Context: an optimization exercise on an open-source flow, tuned for small area, a short achievable clock period and few clock cycles. The choices shown serve that exercise and are no tape-out recipe. Function was checked by simulation only, so behaviour that the tests miss may differ from the original.

Design piecewise_linear_lookup_core, start of the top module:
module piecewise_linear_lookup_core #(
	parameter int MAX_POINTS = plpl_pkg::DEF_MAX_POINTS
) (
	input  wire logic                                 clk,
	input  wire logic                                 arst_n,
	input  wire logic                                 cfg_valid,
	output logic                                      cfg_ready,
	input  wire logic        [plpl_pkg::CFG_W-1:0]    cfg_data,
	input  wire logic                                 in_valid,
	output logic                                      in_stall,
	input  wire logic                                 req_type,
	input  wire logic        [plpl_pkg::INDEX_W-1:0]  point_index,
	input  wire logic signed [plpl_pkg::DATA_W-1:0]   point_key,
	input  wire logic signed [plpl_pkg::DATA_W-1:0]   point_value,
	input  wire logic signed [plpl_pkg::DATA_W-1:0]   query_x,
	output logic                                      out_valid,
	input  wire logic                                 out_stall,
	output logic signed      [plpl_pkg::DATA_W-1:0]   interp_value,
	output logic                                      below_first,
	output logic                                      at_or_above_last
);
	localparam int N     = MAX_POINTS;
	localparam int IDX_W = $clog2(MAX_POINTS);
	localparam int DW    = plpl_pkg::DATA_W;
	localparam int FW    = plpl_pkg::FRAC_W;
	localparam int NDIV  = FW / 2;           
	localparam int RW    = DW + 3;           
	localparam int C_KEY = 1;
	localparam int C_VAL = 4 + NDIV - 1;
	localparam int NRD   = C_VAL + 1;        
  ...
Size in the first run: ~24000 cells after synthesis, ~6700 flip-flops, about 270000 sq um of cells after synthesis.
clock: 10.0 ns
lec_check: 0
cap_margin: 20
cell_pad_in_sites_detail_placement: 1
cell_pad_in_sites_global_placement: 2
core_margin: 2
core_utilization: 30
cts_cluster_diameter: 120
cts_cluster_size: 20
place_density: 0.5
slew_margin: 20
standard.sh (not shown) runs the stock make flow with config.mk's settings and CLKGATE_MAP_FILE= SYNTH_SCRIPT=/design/flow/synth_recipe.tcl, a recipe that flattens the netlist after the stock synthesis.
==> flow/flow/run.sh <==
#!/bin/bash
set -euo pipefail
bash standard.sh SETUP_SLACK_MARGIN=6.1 finish > standard_make.log 2>&1
Testbench counts at the start, summed over its fixed seeds: cycles 4,006.
==> next run, changes <==
==> flow/flow/run.sh (replaced) <==
#!/bin/bash
set -euo pipefail
bash standard.sh SETUP_SLACK_MARGIN=6.0 finish > standard_make.log 2>&1
CORE_UTILIZATION = 35   (was 30)
PLACE_DENSITY = 0.55   (was 0.5)
SYNTH_HIERARCHICAL = 1   (was unset)
SYNTH_MINIMUM_KEEP_SIZE = 0   (was unset)
=> Routed wire length falls by a few percent. Hold slack is better by 15 ps. Sequential cell count rose by 14. Fmax came out higher by about a fifth. First-iteration DRC count went down by roughly a tenth. Final area rose slightly. Clock skew decreases by 13 ps. Non-clock buffer count shrinks by 333.

* * *

== nickel ==
Starting RTL as in the previous note.
Settings: LEC_CHECK=0, CAP_MARGIN=20, CELL_PAD_IN_SITES_DETAIL_PLACEMENT=1, CELL_PAD_IN_SITES_GLOBAL_PLACEMENT=2, CORE_MARGIN=2, CORE_UTILIZATION=30, CTS_CLUSTER_DIAMETER=120, CTS_CLUSTER_SIZE=20, PLACE_DENSITY=0.5, SLEW_MARGIN=20, SYNTH_HIERARCHICAL=1, SYNTH_MINIMUM_KEEP_SIZE=0; clock period 10.0 ns.
==> flow/flow/run.sh <==
#!/bin/bash
set -euo pipefail
bash standard.sh SETUP_SLACK_MARGIN=6.2 finish > standard_make.log 2>&1
Testbench counts of nickel, summed over its fixed seeds: cycles 4,006.
Relative to nickel, the following input files were edited for yarrow:
- setting TNS_END_PERCENT to 0 for the first time
- removing SYNTH_HIERARCHICAL (formerly 1)
- removing SYNTH_MINIMUM_KEEP_SIZE (formerly 0)
==> flow/flow/run.sh <==
#!/bin/bash
set -euo pipefail
bash standard.sh SETUP_SLACK_MARGIN=6.5 finish > standard_make.log 2>&1
## What came out
Relative to nickel, number of non-filler instances in the completed layout has decreased by about 7% in yarrow.
yarrow finished every step from synthesis to the final layout, and the layout passed the timing, DRC and antenna checks.
Against nickel, yarrow reports a worst setup slack that is lower.
yarrow against nickel: critical path depth rose 2, first-pass GRT wire length fell about 2%, overall routing resource usage rose 2.2 points.
In the reports for nickel and yarrow, the larger layout inverter count without the clock tree belongs to nickel.
Diff nickel -> yarrow: maximum clock insertion buffer count has decreased, count of clock tree sinks has remained practically unchanged.
Inputs modified between yarrow and quartz:
- putting SYNTH_HIERARCHICAL at 1 where nothing was set
- putting SYNTH_MINIMUM_KEEP_SIZE at 0 where nothing was set
- clearing TNS_END_PERCENT, which used to be 0
==> flow/flow/run.sh <==
#!/bin/bash
set -euo pipefail
bash standard.sh SETUP_SLACK_MARGIN=6.0 finish > standard_make.log 2>&1
--- outcome ---
- Between yarrow and quartz, the flow reports floorplan die height increasing by a few percent.
- Looking at cell with the biggest individual delay on the critical path, the o2111ai_1 result is from quartz; the nor4_2 one comes from yarrow.
- Synthesized cell count: quartz vs yarrow up about 12%

==> static timing again, ports no longer ideal <==
How much do the figures lean on ideal ports? The routed layouts below were timed once more, with nothing changed but the port constraints. Step 1, drivers: a clkbuf_16 drives clk and a buf_2 each remaining input, both assumed. Step 2 moves the port delays by t, midway between the first and last clock arrival at a register: inputs arrive t later, outputs are due t later. That takes back most of the time a late clock gives input paths. Three values: ideal ports, drivers, drivers and shift; two values: the first two.
run | t, ns | setup WS [ns] | worst setup path after step 2 | latest minus earliest clock arrival (ns) | worst register clock-pin slew, ns
the first run of note 1 | 1.268 | 5.285 / 5.198 / 3.930 | input to register | 0.097 / 0.097 | 0.11 / 0.11
the second run of note 1 | 1.248 | 5.912 / 5.912 / 4.820 | input to register | 0.088 / 0.088 | 0.11 / 0.11
nickel | 1.240 | 6.069 / 5.993 / 4.916 | input to register | 0.132 / 0.132 | 0.11 / 0.11
yarrow | 1.263 | 5.097 / 5.165 / 3.966 | input to register | 0.094 / 0.095 | 0.11 / 0.11
quartz | 1.245 | 5.971 / 5.971 / 4.779 | input to register | 0.088 / 0.088 | 0.10 / 0.10
After both steps every run listed still meets setup and hold. The setup slack of the first run of note 1, which loses most, moves by -0.087 ns with the drivers and by -1.355 ns with both steps.
